This is an optimization exercise on Yosys and OpenROAD, whose aim is a short achievable clock period and few clock cycles per item, not a production implementation.
Where RTL was checked, it was by simulation tests only, not by an equivalence proof against the original.
Power is estimated from default activity; no workload was simulated.

==> flow/design.v (excerpt) <==
module sliding_window_sender #(
   parameter int WINDOW_SLOTS  = 8,
   parameter int PAYLOAD_BYTES = 1024
) (
   input  logic        clock,
   input  logic        reset,
   input  logic        req_tvalid,
   output logic        req_tready,
   input  logic [15:0] req_tdata,    
   input  logic [1:0]  req_tuser,    
   output logic        rsp_tvalid,
   input  logic        rsp_tready,
   output logic [31:0] rsp_tdata,    
   output logic [2:0]  rsp_tuser,    
   output logic        rsp_tlast,    
   input  logic        csr_we,
   input  logic [1:0]  csr_index,
   input  logic [15:0] csr_wdata
);
Settings: LEC_CHECK=0, ABC_CLOCK_PERIOD_IN_PS=2500, CAP_MARGIN=20, CORE_MARGIN=2, CORE_UTILIZATION=65, PLACE_DENSITY=0.75, SETUP_SLACK_MARGIN=5, SLEW_MARGIN=20; clock period 8.0 ns.
run.sh (not shown) runs the stock make flow with config.mk's settings and CLKGATE_MAP_FILE= SYNTH_SCRIPT=/design/flow/synth_recipe.tcl, a recipe that flattens the netlist after the stock synthesis.
The first run went through all stages and came out clean.
Testbench counts at the start, summed over its fixed seeds: cycles 21,144, items 19,083.
Edit:
--- a/flow/design.v
+++ b/flow/design.v
@@ -250,31 +250,31 @@
          end
       end
       allrun = &(acked_ff | bloh_ff);
       for (int i = 0; i < 8; i++) bln_oh[i] = allrun ? bloh_ff[i] : (run_s[(i + 7) % 8] && !run_s[i]);
    end
    always_comb begin
       bl_n = '0;
       for (int i = 0; i < 8; i++) if (bln_oh[i]) bl_n = bl_n | 3'(i);
    end
    assign carry  = run_s[7];
    function automatic logic [6:0] dflags(input logic [13:0] d);
-      dflags = {!d[13] && d[12:0] > 13'd2, !d[13] && d[12:0] > 13'd1, !d[13] && d[12:0] != '0,
+      dflags = {$signed(d) > 14'sd2, $signed(d) > 14'sd1, $signed(d) > 14'sd0,
                 d == 14'd3, d == 14'd2, d == 14'd1, d == 14'd0};
    endfunction
    assign df_pc  = dflags({1'b0, pc_hi});
    assign new_hi = {1'b0, pc_wdata[15:3]};
    assign bhp3   = bhp2_ff + 14'd1;
    assign df_new = {new_hi > bhp2_ff, new_hi > bhp1_ff, new_hi > {1'b0, bh_ff},
                     new_hi == bhp3, new_hi == bhp2_ff, new_hi == bhp1_ff, new_hi == {1'b0, bh_ff}};
-   assign df_dec = {!dist_ff[13] && dist_ff[12:0] > 13'd3, df_ff[6:5], dist_ff == 14'd4, df_ff[3:1]};
+   assign df_dec = {$signed(dist_ff) > 14'sd3, df_ff[6:5], dist_ff == 14'd4, df_ff[3:1]};
    assign {dgt2, dgt1, dgt0, d3, d2, d1, dz} = df_ff;
    assign pc_top   = d1 && (pc_lo_onehot & bloh_ff) != '0;     
    assign done_pre = (ltc_s & bloh_ff) != '0 && (nlt_s & bloh_ff) == '0;
    assign done     = done_pre && (needm & ~acked_ff) == '0 &&
                      (pc_top || (acked_ff & pc_lo_onehot) == '0);
    always_comb begin
       for (int i = 0; i < 8; i++) begin
          lt0_s[i] = dgt0 || (dz && lo_lt[i]);
          lt1_s[i] = dgt1 || (d1 && lo_lt[i]);
          lt2_s[i] = dgt2 || (d2 && lo_lt[i]);
          nlt_s[i] = abovebl[i] ? lt1_s[i] : lt2_s[i];
After rerunning:
- fmax drops by 1.1%
- core utilization shrinks by 0.80 points
- via count rose by 0.39%
- power fell by 3.3%
- register-to-register slack loses 0.03 ns
- clock power came out lower by 4.4%
- routed wire length rose by 2.4%
- count of clock-buffer cells in the layout went down by 2
- non-clock buffer count decreases by 21
- sequential share of layout area climbs by 0.42 points
The RTL of the second run of this note was laid out without a check of its function.

Another version of the RTL of sliding_window_sender (not shown whole).
Size: roughly 4000 cells after synthesis, roughly 830 flip-flops, about 43000 µm² of cells after synthesis.
Settings: LEC_CHECK=0, ABC_CLOCK_PERIOD_IN_PS=2500, CAP_MARGIN=20, CORE_MARGIN=2, CORE_UTILIZATION=65, PLACE_DENSITY=0.75, SLEW_MARGIN=20; clock period 8.0 ns.
standard.sh (not shown) runs the stock make flow with config.mk's settings and CLKGATE_MAP_FILE= SYNTH_SCRIPT=/design/flow/synth_recipe.tcl, a recipe that flattens the netlist after the stock synthesis.
==> flow/flow/run.sh <==
#!/bin/bash
set -euo pipefail
bash standard.sh SETUP_SLACK_MARGIN=5.4 \
  "BUFFER_PORTS_ARGS=-buffer_cell sky130_fd_sc_hd__buf_4" \
  finish > run_standard.log 2>&1
The starting point passed the timing, design-rule and antenna checks.
Testbench counts at the start, summed over its fixed seeds: cycles 21,144, items 19,083.
Next try:
--- a/flow/design.v
+++ b/flow/design.v
@@ -170,26 +170,27 @@
    logic [13:0] dist_ff, dist_in;      
    logic [6:0]  df_ff, df_in;          
    logic [6:0]  df_dec, df_pc;
    logic        proc, x_free;
    logic        hi0, hi1, inwin, ack_tr, slide, set_only;
    logic        is_start, is_hsdone, is_tick, clear, early;
    logic [7:0]  run_s, nlt_s, lt1_s, lt2_s, fire, hs_mask, bln_oh;
    logic [7:0]  age_gep, age_get;
    logic [2:0]  bl_n;
    logic        carry, done, allrun;
    logic        lq0, lq1, lq2, dz, d1, d2, d3, dgt0, dgt1, dgt2, pml;
-   logic [7:0]  lo_lt, lt0_s, ltc_s, needm;
+   logic [7:0]  lo_lt, lt0_s, ltc_s;
    logic [13:0] bhp3, pc_hi14;
    logic [6:0]  df_cmp;
-   logic        done_pre, pc_top;
+   logic        done_pre, pc_top, lo_bl, adm0;
+   logic [7:0]  pm_oh;
    logic        base_lt_ff, base_lt_in;    
    logic [12:0] pc_hi, pm_hi;
    logic [2:0]  pc_lo, pm_lo;
    logic [7:0]  d_emask;
    logic [2:0]  d_first, fire_idx, d_lasts;
    logic        d_lastv;
    logic        d_resend, d_sorder;
    logic [2:0]  d_bl;
    logic [12:0] d_hi;
    logic        d_tail;
    logic [1:0]  d_tail_ev;
@@ -265,34 +266,36 @@
    function automatic logic [6:0] dflags(input logic [13:0] d);
       dflags = {!d[13] && d[12:0] > 13'd2, !d[13] && d[12:0] > 13'd1, !d[13] && d[12:0] != '0,
                 d == 14'd3, d == 14'd2, d == 14'd1, d == 14'd0};
    endfunction
    assign df_pc  = dflags({1'b0, pc_hi});
    assign pc_hi14 = {1'b0, pc_hi};
    assign bhp3    = bhp2_ff + 14'd1;
    assign df_cmp  = {pc_hi14 > bhp2_ff, pc_hi14 > bhp1_ff, pc_hi14 > {1'b0, bh_ff},
                      pc_hi14 == bhp3, pc_hi14 == bhp2_ff, pc_hi14 == bhp1_ff, pc_hi14 == {1'b0, bh_ff}};
    assign df_dec = {!dist_ff[13] && dist_ff[12:0] > 13'd3, df_ff[6:5], dist_ff == 14'd4, df_ff[3:1]};
    assign {dgt2, dgt1, dgt0, d3, d2, d1, dz} = df_ff;
-   assign pc_top   = d1 && (pc_lo_onehot & bloh_ff) != '0;     
-   assign done_pre = (ltc_s & bloh_ff) != '0 && (nlt_s & bloh_ff) == '0;
-   assign done     = done_pre && (needm & ~acked_ff) == '0 &&
-                     (pc_top || (acked_ff & pc_lo_onehot) == '0);
+   assign lo_bl    = (lo_lt & bloh_ff) != '0;                    
+   assign adm0     = dgt1 || (d1 && lo_bl);                       
+   assign pc_top   = d1 && (pc_lo_onehot & bloh_ff) != '0;        
+   assign done_pre = dz ? lo_bl : (d1 && !lo_bl);                 
+   assign pm_oh    = {pc_lo_onehot[0], pc_lo_onehot[7:1]};        
+   assign done     = done_pre && (run_s & pm_oh) != '0 &&
+                     (pc_top || (run_s & pc_lo_onehot) == '0);
    always_comb begin
       for (int i = 0; i < 8; i++) begin
          lt0_s[i] = dgt0 || (dz && lo_lt[i]);
          lt1_s[i] = dgt1 || (d1 && lo_lt[i]);
          lt2_s[i] = dgt2 || (d2 && lo_lt[i]);
          nlt_s[i] = abovebl[i] ? lt1_s[i] : lt2_s[i];
          ltc_s[i] = abovebl[i] ? lt0_s[i] : lt1_s[i];    
-         needm[i] = ltc_s[i] && !bloh_ff[i];
       end
       lo_lt   = pc_lo_less;
       hs_mask = hsdone_mask;
    end
    always_comb begin
       logic seen;
       seen = 1'b0;
       for (int i = 0; i < 8; i++) begin
          fire_any[i]   = outst_ff[i] && ge_ff[i];
          first_fire[i] = fire_any[i] && !seen;
          seen          = seen || fire_any[i];
@@ -410,23 +413,23 @@
          d_emask = fire;
          d_first = fire_idx;
          d_tail  = 1'b0;
       end else begin
          d_hi    = '0;
          d_lastv = len_hs != '0;
          d_emask = x_kind_ff[2] ? hs_mask : 8'd0;
          d_first = 3'd0;
          d_tail  = x_kind_ff[0];
       end
       q_push = is_start || early || (is_hsdone && pc_nonzero) ||
-               (slide && ((nlt_s & bloh_ff) != '0 || done)) || (fire != '0);
+               (slide && (adm0 || done)) || (fire != '0);
    end
    assign q_write = proc;
    assign d_lasts = pm_lo;    
    assign q_data  = {d_emask, d_first, d_resend, d_sorder, d_bl, d_hi, d_lastv, d_lasts,
                      d_tail, d_tail_ev};
 endmodule
 module swsnd_seq #(
    parameter int DW = 36
 ) (
    input  logic          clock,
    input  logic          reset,
Total power decreases by 0.59%.
Critical path depth increases by 2.
Synthesized cell count increases by 0.42%.
Worst hold slack degrades by 22 ps.
Final area increases by 1.1%.
Testbench counts after the change, summed over its fixed seeds: cycles 21,144, items 19,083.

## separate check: timing with driven ports
The results above use ideal ports. As a check the final layouts listed here were re-extracted and re-timed, cells and wires unchanged. Step 1: set_driving_cell puts a clkbuf_16 on clock and a buf_2 on each other input, an assumption about the parent block. Step 2 adds t to the input delays and takes it off the output delays; t is the mean of the earliest and latest rising clock arrival at the registers after step 1. Input paths then give back, and output paths get back, about the clock's delay inside the block. a / b / c = ideal / step 1 / step 2; a / b = the first two.
run | shift t [ns] | setup slack, ns | worst setup path after step 2 | slew at the worst register clock pin (ns)
the first run of note 1 | 0.733 | 5.004 / 4.949 / 4.374 | input to register | 0.07 / 0.07
the second run of note 1 | 0.740 | 4.972 / 4.972 / 4.318 | input to register | 0.07 / 0.07
the first run of note 2 | 0.711 | 5.018 / 5.018 / 4.858 | input to register | 0.07 / 0.07
the second run of note 2 | 0.705 | 5.174 / 5.174 / 4.750 | input to register | 0.07 / 0.07
After both steps setup and hold are still met in every run listed. The setup slack of the second run of note 1, which loses most, moves by 0.000 ns with the drivers and by -0.654 ns with both steps.
